This design comes from an exercise in tuning for small area, a short achievable clock period and few clock cycles on the open sky130 flow, not from production work.
RTL that was checked went through simulation tests only; none was proved equivalent to the original.
Function not checked in runs 1 and 2: the RTL went through the layout flow alone.

--- flow/design.v ---
`timescale 1ns / 1ps
package sitda_pkg;
  localparam int unsigned VALUE_BITS_DEF = 32;
  localparam int unsigned CHAR_W         = 8;
  localparam int unsigned BCD_W          = 38;
  function automatic logic [3:0] dig_dbl(input logic [2:0] r, input logic c);
    logic [3:0] o;
    o[3] = ~((~r[2] & ~r[1]) | (~r[0] & ~c));
    o[2] = (r[2] & c) | (r[1] & ~r[0] & ~c);
    o[1] = (~r[2] & r[0] & c) | (~r[1] & r[0] & ~c);
    o[0] = ~((~r[2] & ~r[1] & ~c) | (r[1] & c));
    dig_dbl = o;
  endfunction
  function automatic logic [BCD_W-1:0] bcd_dbl(input logic [BCD_W-1:0] b, input logic c);
    logic [BCD_W-1:0] o;
    logic [3:0]       t;
    o[3:0] = dig_dbl(b[2:0], c);
    for (int i = 1; i < 9; i++) begin
      o[4*i +: 4] = dig_dbl(b[4*i +: 3], b[4*i-1]);
    end
    t = dig_dbl({1'b0, b[37:36]}, b[35]);
    o[37:36] = t[1:0];
    bcd_dbl = o;
  endfunction
  function automatic logic [BCD_W-1:0] dabble4(input logic [BCD_W-1:0] b,
                                               input logic [3:0] n);
    logic [BCD_W-1:0] r;
    r = b;
    for (int s = 3; s >= 0; s--) begin
      r = bcd_dbl(r, n[s]);
    end
    dabble4 = r;
  endfunction
  function automatic logic [7:0] nib_code(input logic [3:0] n);
    logic [7:0] o;
    case (n)
      4'd0:  o = 8'h00;
      4'd1:  o = 8'h01;
      4'd2:  o = 8'h02;
      4'd3:  o = 8'h03;
      4'd4:  o = 8'h05;
      4'd5:  o = 8'h08;
      4'd6:  o = 8'h09;
      4'd7:  o = 8'h0A;
      4'd8:  o = 8'h0B;
      4'd9:  o = 8'h0D;
      4'd10: o = 8'h10;
      4'd11: o = 8'h11;
      4'd12: o = 8'h12;
      4'd13: o = 8'h13;
      4'd14: o = 8'h15;
      default: o = 8'h18;
    endcase
    nib_code = o;
  endfunction
  function automatic logic [3:0] dig_bin(input logic [3:0] d);
    logic [3:0] v;
    v = {1'b0, d[2], d[1], d[0] & ~d[2]};
    dig_bin = d[3] ? v + 4'd5 : v;
  endfunction
endpackage
`timescale 1ns / 1ps
module signed_int_to_decimal_ascii_top #(
  parameter int unsigned VALUE_BITS = sitda_pkg::VALUE_BITS_DEF
) (
  input  logic                         clk_i,
  input  logic                         rst_ni,
  input  logic                         in_valid_i,
  output logic                         in_ready_o,
  input  logic signed [VALUE_BITS-1:0] value_i,
  output logic                         out_valid_o,
  input  logic                         out_ready_i,
  output logic [sitda_pkg::CHAR_W-1:0] char_code_o,
  output logic                         last_char_o
);
  localparam int unsigned BcdW = sitda_pkg::BCD_W;
  typedef struct packed {
    logic [3:0] u;
    logic       c;
    logic       first;
    logic       last;
    logic       neg;
  } nib_t;
  logic        f_act_q;       
  logic [7:0]  fptr_q;        
  logic        h_v_q;         
  nib_t        h_q;
  logic        t_v_q;         
  nib_t        t_q;
  logic            cneg_q;
  logic [BcdW-1:0] bcd_q;
  logic            ebusy_q;
  logic            efirst_q;  
  logic            enegp_q;   
  logic [3:0]      pos_q;
  logic [BcdW-1:0] dig_q;
  logic            oval_q;
  logic [4:0]      ochr_q;    
  logic            olast_q;
  logic        neg;
  logic [31:0] u;
  logic [7:0]  zlow;          
  logic [7:0]  flag;          
  logic [7:0]  first1h;       
  logic [7:0]  sel;
  nib_t        fnib;
  assign neg = value_i[VALUE_BITS-1];
  assign u   = value_i ^ {32{neg}};
  always_comb begin
    zlow[0] = 1'b1;
    for (int j = 1; j < 8; j++) begin
      zlow[j] = zlow[j-1] && (value_i[4*j-4 +: 4] == 4'd0);
    end
    flag[0] = 1'b0;
    flag[1] = 1'b1;
    for (int j = 2; j < 8; j++) begin
      flag[j] = (u[4*j +: 4] != 4'd0) || (neg && (u[4*j-4 +: 4] == 4'hF));
    end
    for (int j = 0; j < 8; j++) begin
      first1h[j] = flag[j];
      for (int m = j + 1; m < 8; m++) begin
        if (flag[m]) first1h[j] = 1'b0;
      end
    end
  end
  assign sel = f_act_q ? fptr_q : first1h;
  always_comb begin
    fnib.u = 4'd0;
    fnib.c = 1'b0;
    for (int j = 0; j < 8; j++) begin
      fnib.u = fnib.u | (u[4*j +: 4] & {4{sel[j]}});
      fnib.c = fnib.c | (zlow[j] & sel[j]);
    end
    fnib.c     = fnib.c & neg;
    fnib.first = !f_act_q;
    fnib.last  = sel[0];
    fnib.neg   = neg;
  end
  logic [3:0] top_dig;
  logic [3:0] epos;
  logic [3:0] edig;
  logic       take;
  logic       e_last;
  logic       e_free;
  logic       emit_now;
  always_comb begin
    top_dig = 4'd0;
    for (int d = 1; d < 9; d++) begin
      if (dig_q[4*d +: 4] != 4'd0) top_dig = 4'(d);
    end
    if (dig_q[36 +: 2] != 2'd0) top_dig = 4'd9;
  end
  assign epos = efirst_q ? top_dig : pos_q;
  always_comb begin
    edig = 4'd0;
    for (int d = 0; d < 9; d++) begin
      if (epos == 4'(d)) edig = dig_q[4*d +: 4];
    end
    if (epos == 4'd9) edig = {2'd0, dig_q[36 +: 2]};
  end
  assign take     = !oval_q || out_ready_i;
  assign emit_now = ebusy_q && take;
  assign e_last   = !enegp_q && (efirst_q ? (dig_q[BcdW-1:4] == '0) : (pos_q == 4'd0));
  assign e_free   = !ebusy_q || (take && e_last);
  logic            inprog_q;
  logic            cons1;
  logic            cons2;
  logic            finish;
  logic            start_t;
  logic [3:0]      hnib;
  logic [3:0]      snib;
  logic [7:0]      sbcd;
  logic [BcdW-1:0] bcd_nx;
  assign finish  = h_v_q && h_q.last && e_free;
  assign start_t = finish && t_v_q && t_q.first;
  assign cons2   = start_t;
  assign cons1   = h_v_q && (!h_q.last || e_free) && !start_t;
  assign hnib    = h_q.u + {3'd0, h_q.c};
  assign snib    = start_t ? (t_q.u + {3'd0, t_q.c}) : hnib;
  assign sbcd    = sitda_pkg::nib_code(snib);
  assign bcd_nx  = sitda_pkg::dabble4(bcd_q, hnib);
  logic fetch;
  logic f_is_last;
  logic cons_any;
  assign cons_any   = cons1 || cons2;
  assign f_is_last  = f_act_q && fptr_q[0];
  assign in_ready_o = f_is_last && !t_v_q;
  assign fetch      = in_valid_i && (f_is_last ? !t_v_q : (!t_v_q || cons_any));
  always_ff @(posedge clk_i or negedge rst_ni) begin
    if (!rst_ni) begin
      f_act_q  <= 1'b0;
      h_v_q    <= 1'b0;
      t_v_q    <= 1'b0;
      inprog_q <= 1'b0;
      ebusy_q  <= 1'b0;
      oval_q   <= 1'b0;
    end else begin
      if (fetch) begin
        f_act_q <= !(f_act_q && fptr_q[0]);
      end
      if (cons2) begin
        h_v_q <= fetch;
        t_v_q <= 1'b0;
      end else if (cons1 || !h_v_q) begin
        h_v_q <= t_v_q || fetch;
        t_v_q <= t_v_q && fetch;
      end else begin
        t_v_q <= t_v_q || fetch;
      end
      if (cons1 || cons2) begin
        inprog_q <= start_t || !h_q.last;
      end
      if (finish) begin
        ebusy_q <= 1'b1;
      end else if (emit_now && e_last) begin
        ebusy_q <= 1'b0;
      end
      if (take) begin
        oval_q <= emit_now;
      end
    end
  end
  always_ff @(posedge clk_i) begin
    if (fetch) begin
      fptr_q <= sel >> 1;
    end
    if (cons2) begin
      h_q <= fnib;
    end else if (cons1 || !h_v_q) begin
      h_q <= t_v_q ? t_q : fnib;
      if (t_v_q) begin
        t_q <= fnib;
      end
    end else if (fetch) begin
      t_q <= fnib;
    end
    if (start_t || (cons1 && h_q.first)) begin
      bcd_q  <= {{(BcdW-8){1'b0}}, sbcd};
      cneg_q <= start_t ? t_q.neg : h_q.neg;
    end else if (cons1 && !h_q.last) begin
      bcd_q <= bcd_nx;
    end
    if (finish) begin
      dig_q    <= bcd_nx;
      efirst_q <= 1'b1;
      enegp_q  <= cneg_q;
    end else if (emit_now) begin
      if (enegp_q) begin
        enegp_q <= 1'b0;
      end else begin
        efirst_q <= 1'b0;
        pos_q    <= epos - 4'd1;
      end
    end
    if (emit_now) begin
      ochr_q  <= enegp_q ? 5'h0D : {1'b1, sitda_pkg::dig_bin(edig)};
      olast_q <= e_last;
    end
  end
  assign out_valid_o = oval_q;
  assign char_code_o = {3'b001, ochr_q};
  assign last_char_o = olast_q;
endmodule
--- flow/run.sh ---
#!/bin/bash
# synth_recipe.tcl (not shown) runs the flow's synth.tcl, then flattens the netlist and writes it again
# the make line also repeats each setting of config.mk as NAME=value (left out here)
make -C /OpenROAD-flow-scripts/flow DESIGN_CONFIG=/design/flow/config.mk WORK_HOME=/design/flow/orfs CLKGATE_MAP_FILE= SYNTH_SCRIPT=/design/flow/synth_recipe.tcl finish
--- flow/config.mk ---
export PLATFORM = sky130hd
export DESIGN_NAME = signed_int_to_decimal_ascii_top
export DESIGN_NICKNAME = signed_int_to_decimal_ascii_top
export VERILOG_FILES = /design/flow/design.v
export SDC_FILE = /design/flow/constraint.sdc
export NUM_CORES = 4
export LEC_CHECK = 0
export ABC_AREA = 1
export CAP_MARGIN = 20
export CORE_MARGIN = 2
export CORE_UTILIZATION = 40
export SLEW_MARGIN = 20
--- flow/constraint.sdc ---
create_clock -name core_clock -period 4.5 [get_ports {clk_i}]
set_input_delay 0.9000 -clock core_clock [delete_from_list [all_inputs] [get_ports {clk_i}]]
set_output_delay 0.9000 -clock core_clock [all_outputs]
set_load 0.01 [all_outputs]
==> reports/metrics.csv, run 1 <==
stage,metric,value,unit
worst_setup_path,r2r-start,dig_q[5],
route,detail-route-antenna-nets,0,
global_route,grt_pass1_vias,6301,
global_route,grt-ovfl-total,0,
route,drcViolationCount,0,
clock_network,clk_pin_slew,0.05,ns
clock_network,cts_tree,built,
route,vias_per_cell,4.790,
floorplanning,fp.dieW,146.2,um
min_path,min_to,bcd_q[36],
worst_setup_path,critPathRequiredTime,4.67,ns
worst_setup_path,startpoint_type,flop,
worst_setup_path,crit_family,simple AND/OR/NAND/NOR gates,
timing,drv_slew,0,
worst_setup_path,worstReg2RegEnd,ochr_q[1],
clock_network,cts_buffer_depth,2,
floorplanning,core-area,0.02004,mm2
timing,period_needed,3.540,ns
final_layout,syn2layout_area_growth,15.50,%
logic_synthesis,yosysUniqueCellTypes,59,
global_route,grt_max_degree,44,
worst_setup_path,rr_worst_depth,27,
worst_setup_path,crit_buf_inv,3,
timing,rsz0062_at_grt,no,
timing,worstMarginPinSlew,0.9867,ns
min_path,min_delay_path_depth,2,
clock_network,cts_setup_buffers,0,
global_route,antenna_found_initial,0,
timing,finalSetupTns,0,ns
clock_network,insertion_delay,0.41,ns
place,port_buffers,43,
logic_synthesis,ys_warn_count,1,
worst_setup_path,critPathKind,flop to flop,
place,hpwlAfterDp,13.77,mm
clock_network,ctsResizeCount,0,
global_route,grt_pass1_wl,29.79,mm
run_status,outcome,no timing/DRC/antenna violations,
route,drt-wirelength-per-cell,12.12,um
route,first_iter_violations,450,
clock_network,cts_root_buffer,clkbuf_16,
clock_network,cts_hold_buf,0,
route,drt_first_pass_iters,5,
timing,fmax,282.5,MHz
job,drv_cap,0,
logic_synthesis,synth_edf_count,81,
worst_setup_path,r2r_slack,0.96,ns
final_layout,diodes,0,
clock_network,htree_levels,4,
floorplanning,rows,52,
timing,timing.final.crit_share,78.68,%
logic_synthesis,syn_avg_cell_area,7.108,um2
final_layout,finalNetCount,1236,
timing,hold_viol_final,0,
worst_setup_path,crit_slowest_cell,edfxtp_1,
logic_synthesis,ys_async_sr_fraction,4.274,%
timing,skew,0.007400,ns
global_route,globalRouteTotalUtil,17.23,%
final_layout,final_cell_mix,"269 x nand2_1, 182 x inv_1, 138 x nor2_1",
worst_setup_path,crit_fanout,5,
timing,max_slew_margin,34.22,%
place,place_congestion,0.8616,
logic_synthesis,netlist_instances,1138,
worst_setup_path,slowest_delay,0.40,ns
clock_network,clock-sinks,117,
final_layout,drive_above_1_share,7.590,%
route,vias,7037,
logic_synthesis,syn_area,0.008089,mm2
min_path,hold_class,flop to flop,
clock_network,cts_buffers,17,
worst_setup_path,arrival,3.71,ns
floorplanning,io_pins,47,
logic_synthesis,ys_seq_area_share,39.29,%
floorplanning,start_util,40.37,%
final_layout,fill_cells,2037,
floorplanning,fp.dieH,146.2,um
final_layout,final_common_cell,nand2_1,
final_layout,final_util,46.62,%
route,routed_wl,17.80,mm
floorplanning,dieArea,0.02138,mm2
worst_setup_path,worstSetupEndpointType,flop,
timing,setup_viol,0,
min_path,hp-start,bcd_q[36],
logic_synthesis,ys_seq_elements,117,
logic_synthesis,ys.flop_type,edfxtp_1,
==> synthesized netlist by cell type (7+ instances only) <==
cell / count / area [um2]
a21oi_1: 55 / 275.3
nand2_1: 269 / 1010
nor2_1: 139 / 521.8
o22ai_1: 18 / 112.6
nand3_1: 52 / 260.3
dfxtp_1: 31 / 620.6
xor2_1: 10 / 87.58
nor3_1: 14 / 70.07
o21ai_0: 97 / 485.5
edfxtp_1: 81 / 2432
xnor2_1: 19 / 166.4
o21ai_1: 25 / 125.1
ha_1: 14 / 175.2
inv_2: 14 / 52.55
inv_1: 182 / 683.2
nand4_1: 7 / 43.79
clkbuf_1: 8 / 30.03
==> sequential cells by signal (all words and copies together) (netlist names) <==
signal    flops
bcd_q        38
cneg_q        1
dig_q        38
ebusy_q       1
efirst_q      1
enegp_q       1
f_act_q       1
fptr_q        7
h_q           8
h_v_q         1
ochr_q        5
olast_q       1
oval_q        1
pos_q         4
t_q           8
t_v_q         1
==> logic make-up (layout without fill, tap and decap cells) <==
logic type      count (synthesis)  count (layout)  synth area share (%)
buf+inv                       217             277                 10.58
simple gates                  523             523                 27.67
other cells                     2               3               0.09284
fa+ha+maj                      14              14                 2.166
compound gates                233             233                 16.46
flops                         117             117                 39.29
xor+xnor                       32              32                 3.743
==> per-layer routing <==
metal	vias to the layer above	GRT usage, %	part of all wire (%)
li1	3813	-	-
met1	3079	24.50	52
met3	18	3.375	3.9
met2	127	26.56	43
met5	-	0	0
met4	0	5.437	1.5
==> layout make-up <==
type	count	area [um2]	share of cell area (%)
Clock inverter	5	48.80	0.5223
Multi-Input combinational cell	805	4061	43.47
Sequential cell	117	3178	34.02
Inverter	197	739.5	7.915
Tap cell	270	337.8	3.616
Clock buffer	27	514.2	5.504
Timing Repair Buffer	48	462.9	4.955
==> tightest hold or removal path: cells and delay by family, from the launching register on <==
| kind | cells | cell delay, ns |
|---|---|---|
| DFF | 1 | 0.31 |
| and+or+nand+nor | 1 | 0.06 |
| AOI/OAI and AO/OA | 1 | 0.05 |
==> through the flow <==
| step | cells | setup WS (ns) | cell area, um2 | hold WS [ns] |
|---|---|---|---|---|
| after floorplan | 1139 | 1.369 | 8093 | 0.4374 |
| after global placement | 1437 | 0.9748 | 8780 | 0.4533 |
| after detailed placement | 1437 | 0.9040 | 8780 | 0.4596 |
| after CTS | 1469 | 0.9402 | 9343 | 0.4668 |
| after global routing | 1469 | 0.5159 | 9343 | 0.4833 |
| final | 1469 | 0.9596 | 9343 | 0.4650 |
==> worst max path at each step <==
stage,slack [ns],start,endpoint,cells after the start
6_report,0.96,dig_q[5],ochr_q[1],27
4_1_cts,0.94,dig_q[5],ochr_q[1],27
2_1_floorplan,1.37,dig_q[5],ochr_q[1],27
3_3_place_gp,0.97,value_i[31],h_q[5],15
5_1_grt,0.52,dig_q[5],ochr_q[1],27
3_5_place_dp,0.90,value_i[31],h_q[5],15
==> run 2: changes to the inputs <==
--- a/flow/config.mk
+++ b/flow/config.mk
@@ -9,4 +9,5 @@
 export CAP_MARGIN = 20
 export CORE_MARGIN = 2
 export CORE_UTILIZATION = 40
+export SETUP_SLACK_MARGIN = 2.0
 export SLEW_MARGIN = 20
==> run 2 against run 1 <==
  * Largest cell class unchanged
  * Core utilization up 5.5 points
  * Critical path type unchanged
  * Setup slack better by 0.19 ns
==> reports/metrics.csv, run 2 <==
stage,metric,value,unit
logic_synthesis,syn_area,0.008089,mm2
floorplanning,rows,52,
timing,fmax,298.2,MHz
worst_setup_path,slowest_delay,0.43,ns
global_route,grt-ovfl-total,0,
route,first_iter_violations,454,
route,drt-wirelength-per-cell,13.10,um
clock_network,cts_buffer_depth,2,
floorplanning,fp.dieW,146.2,um
logic_synthesis,netlist_instances,1138,
route,drt_first_pass_iters,6,
timing,timing.final.ws_setup,1.146,ns
min_path,min_delay_path_depth,2,
floorplanning,core-area,0.02004,mm2
route,detail-route-antenna-nets,0,
logic_synthesis,ys_seq_elements,117,
job,drv_cap,0,
floorplanning,fp.dieH,146.2,um
floorplanning,start_util,40.37,%
final_layout,reg.largest.list,"bcd_q (38), dig_q (38)",
worst_setup_path,crit_slowest_cell,edfxtp_1,
global_route,globalRouteTotalUtil,18.82,%
clock_network,cts_hold_buf,0,
min_path,hp-start,bcd_q[36],
logic_synthesis,yosysTopAreaCellShare,30.07,%
final_layout,drive_above_1_share,20.59,%
logic_synthesis,ys_seq_area_share,39.29,%
global_route,grt_max_degree,44,
route,drcViolationCount,0,
worst_setup_path,critPathKind,flop to flop,
timing,timing.final.crit_share,74.53,%
timing,rsz0062_at_grt,yes,
final_layout,final_cell_mix,"248 x nand2_1, 168 x inv_1, 128 x nor2_1",
logic_synthesis,syn_avg_cell_area,7.108,um2
place,port_buffers,43,
logic_synthesis,ys.flop_type,edfxtp_1,
logic_synthesis,yosysUniqueCellTypes,59,
timing,drv_slew,0,
clock_network,clk_pin_slew,0.06,ns
clock_network,cts_root_buffer,clkbuf_16,
min_path,hold_class,flop to flop,
route,vias,7427,
global_route,antenna_found_initial,0,
worst_setup_path,crit_fanout,4,
place,place_congestion,0.8264,
worst_setup_path,startpoint_type,flop,
clock_network,cts_buffers,17,
worst_setup_path,r2r_slack,1.15,ns
clock_network,cts_tree,built,
logic_synthesis,synth_edf_count,81,
logic_synthesis,ys_async_sr_fraction,4.274,%
route,vias_per_cell,4.893,
final_layout,diodes,0,
final_layout,syn2layout_area_growth,29.08,%
worst_setup_path,arrival,3.53,ns
global_route,grt_pass1_vias,6983,
place,hpwlAfterDp,14.09,mm
timing,skew,0.008061,ns
clock_network,insertion_delay,0.42,ns
timing,hold_viol_final,0,
logic_synthesis,ys_warn_count,1,
timing,period_needed,3.354,ns
timing,finalSetupTns,0,ns
timing,setup_viol,0,
floorplanning,dieArea,0.02138,mm2
worst_setup_path,worstReg2RegEnd,ochr_q[1],
final_layout,finalNetCount,1285,
worst_setup_path,rr_worst_depth,28,
floorplanning,io_pins,47,
clock_network,htree_levels,4,
min_path,min_to,bcd_q[36],
final_layout,fill_cells,1940,
global_route,grt_pass1_wl,32.89,mm
worst_setup_path,critPathRequiredTime,4.67,ns
final_layout,final_common_cell,nand2_1,
run_status,outcome,no timing/DRC/antenna violations,
logic_synthesis,synthTopCellsByCount,"269 x nand2_1, 182 x inv_1, 139 x nor2_1, 97 x o21ai_0, 81 x edfxtp_1",
place,pre_cts_ws,0.8139,ns
logic_synthesis,synth.most_common_cell,nand2_1,
worst_setup_path,r2r-start,dig_q[6],
worst_setup_path,cpMostUsedCell,nand2_1,
logic_synthesis,yosysTopAreaCell,edfxtp_1,
logic_synthesis,synthTopCellsByArea,"edfxtp_1 30%, nand2_1 12%, inv_1 8.4%, dfxtp_1 7.7%, nor2_1 6.5%",
timing,final.hold.worst_slack,0.4660,ns
route,routed_wl,19.89,mm
worst_setup_path,worstSetupEndpointType,flop,
clock_network,clock-sinks,117,
run 2: layout make-up:
cell class / instances / area [um2] / area share [%]
multi-input cells: 806 / 4712 / 45.13
flip-flops and latches: 117 / 3179 / 30.45
repair buffers: 96 / 864.6 / 8.280
inverters: 197 / 763.2 / 7.310
clock buffers: 24 / 515.5 / 4.937
well taps: 270 / 337.8 / 3.235
clock inverters: 8 / 68.82 / 0.6591
run 2: per-layer routing:
layer  wire length [um]  track usage, %
met1               9663           25.24
met2               9254           30.83
met3                719           4.000
met4                252           5.437
met5                  0               0
run 2: through the flow:
step | util [%] | cell area (um2) | instances
2_1_floorplan | - | 8238 | 1139
3_3_place_gp | 44.47 | 8911 | 1438
3_5_place_dp | 44.47 | 8911 | 1438
4_1_cts | 50.13 | 10050 | 1502
5_1_grt | 52.10 | 10440 | 1518
6_report | 52.10 | 10440 | 1518
run 2: cells by family (layout without fill, tap and decap cells):
family | after synthesis | count (layout) | share of synthesized area (%)
compound gates | 233 | 233 | 16.46
other cells | 2 | 3 | 0.09284
xor+xnor | 32 | 32 | 3.743
buf+inv | 217 | 325 | 10.58
fa+ha+maj | 14 | 14 | 2.166
flops | 117 | 117 | 39.29
simple gates | 523 | 524 | 27.67
run 2: worst max path at each step:
stage	endpoint	startpoint	cells past startpoint
after floorplan	ochr_q[1]	dig_q[6]	27
after global placement	h_q[4]	value_i[31]	15
after detailed placement	h_q[4]	value_i[31]	15
after CTS	ochr_q[1]	dig_q[5]	26
after global routing	ochr_q[1]	dig_q[6]	28
final	ochr_q[1]	dig_q[6]	28
run 2: worst max-delay path: cells and delay by family, from the launching register on:
| family | cells | cell delay (ns) |
|---|---|---|
| and+or+nand+nor | 20 | 1.61 |
| AOI/OAI and AO/OA | 4 | 0.56 |
| DFF | 1 | 0.43 |
| adders and majority gates | 2 | 0.33 |
| buffers and inverters | 2 | 0.15 |
run 2: repair_timing:
action | 4_1_cts | 5_1_grt
pin swaps | 24 | 26
buffers inserted | 30 | 15
setup endpoints to repair | 116 | 120
cloned | 2 | 1
gates resized for setup | 100 | 97
==> run 3: changes to the inputs <==
--- a/flow/design.v
+++ b/flow/design.v
@@ -3,24 +3,22 @@
   localparam int unsigned VALUE_BITS_DEF = 32;
   localparam int unsigned CHAR_W         = 8;
   localparam int unsigned BCD_W          = 38;
-  function automatic logic [3:0] dig_dbl(input logic [2:0] r, input logic c);
-    logic [3:0] o;
-    o[3] = ~((~r[2] & ~r[1]) | (~r[0] & ~c));
-    o[2] = (r[2] & c) | (r[1] & ~r[0] & ~c);
-    o[1] = (~r[2] & r[0] & c) | (~r[1] & r[0] & ~c);
-    o[0] = ~((~r[2] & ~r[1] & ~c) | (r[1] & c));
-    dig_dbl = o;
-  endfunction
   function automatic logic [BCD_W-1:0] bcd_dbl(input logic [BCD_W-1:0] b, input logic c);
-    logic [BCD_W-1:0] o;
-    logic [3:0]       t;
-    o[3:0] = dig_dbl(b[2:0], c);
-    for (int i = 1; i < 9; i++) begin
-      o[4*i +: 4] = dig_dbl(b[4*i +: 3], b[4*i-1]);
-    end
-    t = dig_dbl({1'b0, b[37:36]}, b[35]);
-    o[37:36] = t[1:0];
-    bcd_dbl = o;
+    logic [BCD_W-1:0] r;
+    logic             k;
+    logic [3:0]       d;
+    k = c;
+    for (int i = 0; i < 9; i++) begin
+      d = b[4*i +: 4];
+      r[4*i]   = k;
+      r[4*i+3] = (d[3] & d[0]) | (d[2] & ~d[1] & ~d[0]);
+      r[4*i+2] = (~d[2] & d[1]) | (d[2] & d[1] & d[0]) | (d[3] & ~d[0]);
+      r[4*i+1] = (~d[3] & ~d[2] & d[0]) | (d[2] & d[1] & ~d[0]) | (d[3] & ~d[0]);
+      k        = d[3] | (d[2] & (d[1] | d[0]));
+    end
+    r[36] = k;
+    r[37] = b[36];
+    bcd_dbl = r;
   endfunction
   function automatic logic [BCD_W-1:0] dabble4(input logic [BCD_W-1:0] b,
                                                input logic [3:0] n);
@@ -30,33 +28,6 @@
       r = bcd_dbl(r, n[s]);
     end
     dabble4 = r;
-  endfunction
-  function automatic logic [7:0] nib_code(input logic [3:0] n);
-    logic [7:0] o;
-    case (n)
-      4'd0:  o = 8'h00;
-      4'd1:  o = 8'h01;
-      4'd2:  o = 8'h02;
-      4'd3:  o = 8'h03;
-      4'd4:  o = 8'h05;
-      4'd5:  o = 8'h08;
-      4'd6:  o = 8'h09;
-      4'd7:  o = 8'h0A;
-      4'd8:  o = 8'h0B;
-      4'd9:  o = 8'h0D;
-      4'd10: o = 8'h10;
-      4'd11: o = 8'h11;
-      4'd12: o = 8'h12;
-      4'd13: o = 8'h13;
-      4'd14: o = 8'h15;
-      default: o = 8'h18;
-    endcase
-    nib_code = o;
-  endfunction
-  function automatic logic [3:0] dig_bin(input logic [3:0] d);
-    logic [3:0] v;
-    v = {1'b0, d[2], d[1], d[0] & ~d[2]};
-    dig_bin = d[3] ? v + 4'd5 : v;
   endfunction
 endpackage
 `timescale 1ns / 1ps
@@ -160,7 +131,7 @@
   end
   assign take     = !oval_q || out_ready_i;
   assign emit_now = ebusy_q && take;
-  assign e_last   = !enegp_q && (efirst_q ? (dig_q[BcdW-1:4] == '0) : (pos_q == 4'd0));
+  assign e_last   = !enegp_q && (epos == 4'd0);
   assign e_free   = !ebusy_q || (take && e_last);
   logic            inprog_q;
   logic            cons1;
@@ -169,7 +140,7 @@
   logic            start_t;
   logic [3:0]      hnib;
   logic [3:0]      snib;
-  logic [7:0]      sbcd;
+  logic [4:0]      sbcd;
   logic [BcdW-1:0] bcd_nx;
   assign finish  = h_v_q && h_q.last && e_free;
   assign start_t = finish && t_v_q && t_q.first;
@@ -177,7 +148,7 @@
   assign cons1   = h_v_q && (!h_q.last || e_free) && !start_t;
   assign hnib    = h_q.u + {3'd0, h_q.c};
   assign snib    = start_t ? (t_q.u + {3'd0, t_q.c}) : hnib;
-  assign sbcd    = sitda_pkg::nib_code(snib);
+  assign sbcd    = (snib >= 4'd10) ? {1'b1, snib - 4'd10} : {1'b0, snib};
   assign bcd_nx  = sitda_pkg::dabble4(bcd_q, hnib);
   logic fetch;
   logic f_is_last;
@@ -235,7 +206,7 @@
       t_q <= fnib;
     end
     if (start_t || (cons1 && h_q.first)) begin
-      bcd_q  <= {{(BcdW-8){1'b0}}, sbcd};
+      bcd_q  <= {{(BcdW-5){1'b0}}, sbcd};
       cneg_q <= start_t ? t_q.neg : h_q.neg;
     end else if (cons1 && !h_q.last) begin
       bcd_q <= bcd_nx;
@@ -253,7 +224,7 @@
       end
     end
     if (emit_now) begin
-      ochr_q  <= enegp_q ? 5'h0D : {1'b1, sitda_pkg::dig_bin(edig)};
+      ochr_q  <= enegp_q ? 5'h0D : {1'b1, edig};
       olast_q <= e_last;
     end
   end
--- a/flow/config.mk
+++ b/flow/config.mk
@@ -5,9 +5,7 @@
 export SDC_FILE = /design/flow/constraint.sdc
 export NUM_CORES = 4
 export LEC_CHECK = 0
-export ABC_AREA = 1
 export CAP_MARGIN = 20
 export CORE_MARGIN = 2
 export CORE_UTILIZATION = 40
-export SETUP_SLACK_MARGIN = 2.0
 export SLEW_MARGIN = 20
==> run 3 against run 2 <==
  * Sequential cell count shrank 2
  * Highest routed layer unchanged
  * Critical path depth decreased by 16
  * Routed wire length rose by 41%
  * Clock skew is essentially flat
  * Synthesized cell count increased by 9.4%
  * Setup slack worse by 0.71 ns
  * Non-clock buffer count shrank 33
  * Cell count is 4.0% higher
  * Largest cell class unchanged
==> reports/metrics.csv, run 3 <==
stage,metric,value,unit
worst_setup_path,crit_slowest_cell,or4_1,
route,wl_met3,1.589,mm
logic_synthesis,ys_warn_count,1,
clock_network,cts_hold_buf,0,
logic_synthesis,synth.most_common_cell,nand2_1,
timing,max_slew_margin,32.21,%
logic_synthesis,synthTopCellsByCount,"104 x nand2_1, 102 x o21ai_0, 83 x nor2_1, 78 x edfxtp_1, 75 x a21oi_1",
logic_synthesis,synth_edf_count,78,
clock_network,insertion_delay,0.42,ns
worst_setup_path,cp_cell_sequence,or4_1 -> o21ai_0 -> a21boi_0 -> o22ai_1 -> ha_1 -> or4bb_1 -> o21a_1 -> nor2_1 -> mux2i_1 -> ha_1 -> a22o_1 -> a21oi_1,
floorplanning,start_util,41.02,%
clock_network,cts_setup_buffers,0,
route,first_iter_violations,1074,
logic_synthesis,yosysTopAreaCellShare,23.34,%
clock_network,cts_buffers,17,
route,detail-route-antenna-nets,0,
floorplanning,dieArea,0.02637,mm2
worst_setup_path,r2r-start,dig_q[20],
floorplanning,rows,57,
global_route,grt_pass1_vias,8941,
clock_network,cts_tree,built,
logic_synthesis,syn_avg_cell_area,8.060,um2
place,place_congestion,0.9376,
final_layout,drive_above_1_share,8.453,%
worst_setup_path,startpoint_type,flop,
place,port_buffers,43,
timing,finalSetupTns,0,ns
worst_setup_path,cpMostUsedCell,ha_1,
timing,fmax,245.9,MHz
timing,hold_viol_final,0,
final_layout,syn2layout_area_growth,11.88,%
route,drt-met1-wl,12.97,mm
logic_synthesis,ys.flop_type,edfxtp_1,
final_layout,final_cell_area,0.01123,mm2
route,drcViolationCount,0,
logic_synthesis,synthTopCellsByArea,"edfxtp_1 23%, dfxtp_1 6.4%, o21ai_0 5.1%, nand2_1 3.9%, a21oi_1 3.7%",
final_layout,finalNetCount,1287,
clock_network,ctsResizeCount,0,
place,hpwlAfterDp,20.54,mm
final_layout,reg.largest.list,"dig_q (38), bcd_q (36)",
route,drt-wirelength-per-cell,17.77,um
logic_synthesis,ys_seq_elements,115,
clock_network,cts_root_buffer,clkbuf_16,
global_route,antenna_found_initial,1,
timing,drv_slew,0,
floorplanning,io_pins,47,
worst_setup_path,crit_fanout,6,
worst_setup_path,setup.worst_path.start,dig_q[20],
place,place_area,0.01067,mm2
worst_setup_path,slowest_delay,0.59,ns
worst_setup_path,crit_family,simple AND/OR/NAND/NOR gates,
final_layout,largest_reg_flops,38,
worst_setup_path,critPathRequiredTime,4.77,ns
min_path,hp-start,t_q[1],
logic_synthesis,yosysUniqueCellTypes,99,
global_route,grt_pass1_wl,45.90,mm
route,vias_per_cell,6.306,
worst_setup_path,critPathKind,flop to flop,
worst_setup_path,crit_buf_inv,0,
clock_network,clock-sinks,115,
run_status,outcome,no timing/DRC/antenna violations,
logic_synthesis,syn_area,0.01003,mm2
clock_network,htree_levels,4,
timing,final.hold.worst_slack,0.5240,ns
timing,setup_viol,0,
route,routed_wl,28.04,mm
final_layout,final_cell_mix,"104 x nand2_1, 101 x o21ai_0, 83 x nor2_1",
logic_synthesis,yosysTopAreaCell,edfxtp_1,
logic_synthesis,ys_async_sr_fraction,4.348,%
worst_setup_path,worstSetupEndpointType,flop,
timing,skew,0.008057,ns
global_route,grt_max_degree,41,
global_route,globalRouteTotalUtil,21.25,%
clock_network,cts_buffer_depth,2,
floorplanning,core-area,0.02446,mm2
clock_network,clk_pin_slew,0.06,ns
global_route,grt-ovfl-total,0,
logic_synthesis,netlist_instances,1245,
floorplanning,fp.dieW,162.4,um
timing,period_needed,4.066,ns
timing,worstMarginPinSlew,1.011,ns
final_layout,final_common_cell,nand2_1,
timing,timing.final.crit_share,90.36,%
logic_synthesis,ys_seq_area_share,30.97,%
route,dr_wl_met2,13.12,mm
min_path,hold_class,flop to flop,
floorplanning,fp.dieH,162.4,um
route,vias,9951,
worst_setup_path,arrival,4.34,ns
final_layout,top_register,dig_q,
route,drt_first_pass_iters,6,
timing,rsz0062_at_grt,no,
final_layout,diodes,0,
job,drv_cap,0,
route,dr.max_layer_used,met4,
## run 3: path summary, 6_finish.rpt
kind	to	slack [ns]	cells after the start
worst max-delay path	bcd_q[2]	0.43	12
worst min-delay path	h_q[1]	0.52	2
worst max register to register	bcd_q[2]	0.43	12
worst min register to register	h_q[1]	0.52	2
max in group asynchronous	ebusy_q	3.44	1
min in group asynchronous	oval_q	0.77	1
## run 3: worst register-to-register path, stage by stage, from the launching register on
cell and delay [ns]:
edfxtp_1 0.38, or4_1 0.59, o21ai_0 0.19, a21boi_0 0.11
o22ai_1 0.40, ha_1 0.25, or4bb_1 0.46, o21a_1 0.26
nor2_1 0.34, mux2i_1 0.34, ha_1 0.28, a22o_1 0.21
a21oi_1 0.13
## run 3: logic make-up (layout without fill, tap and decap cells)
| kind of cell | after synthesis | in the layout | synth area share (%) |
|---|---|---|---|
| AOI/OAI and AO/OA | 480 | 480 | 34.03 |
| xor gates and xnor gates | 13 | 13 | 1.135 |
| adders and majority gates | 14 | 14 | 1.646 |
| buffers and inverters | 154 | 162 | 6.122 |
| DFF | 115 | 115 | 30.97 |
| muxes | 25 | 25 | 2.731 |
| other | 2 | 3 | 0.07484 |
| and+or+nand+nor | 442 | 442 | 23.29 |
## run 3: area by class of cell
class	instances	area [um2]
well taps	324	405.4
multi-input cells	977	6322
repair buffers	63	580.6
inverters	67	251.5
clock buffers	17	425.4
clock inverters	15	133.9
flip-flops and latches	115	3108
fillers	2378	13240
## run 3: metrics by stage
stage,setup slack [ns],util [%],instances
3_3_place_gp,0.3612,43.61,1546
4_1_cts,0.4577,45.90,1578
3_5_place_dp,0.3700,43.61,1546
6_report,0.4336,45.90,1578
5_1_grt,0.1803,45.90,1578
2_1_floorplan,0.05415,-,1246
## run 3: per-layer routing
layer | global-route usage [%] | vias up
met3 | 3.616 | 36
li1 | - | 4857
met2 | 34.55 | 345
met1 | 29.56 | 4713
met5 | 0 | -
met4 | 5.068 | 0
Testbench counts of run 3, summed over its fixed seeds: cycles 75,155.

## separate check: timing with driven ports
In the flow no input, the clock included, has a driving cell. The finished layouts below were timed again as built, in two steps.
Step 1, drivers: a clkbuf_16 drives clk_i and a buf_2 each remaining input, both assumed.
Step 2 adds t to the input delays and takes it off the output delays; t is the mean of the earliest and latest rising clock arrival at the registers after step 1. Input paths then give back, and output paths get back, about the clock's delay inside the block.
Three values: ideal, step 1, step 2; two values: the first two.
run | shift t [ns] | slack for setup (ns) | worst hold slack (ns)
run 1 | 0.452 | 0.960 / 0.960 / 0.887 | 0.465 / 0.465 / 0.465
run 2 | 0.461 | 1.146 / 1.146 / 1.146 | 0.466 / 0.466 / 0.466
run 3 | 0.459 | 0.434 / 0.434 / 0.263 | 0.524 / 0.524 / 0.524
After both steps every run listed still meets setup and hold. The setup slack of run 3, which loses most, moves by 0.000 ns with the drivers and by -0.171 ns with both steps.
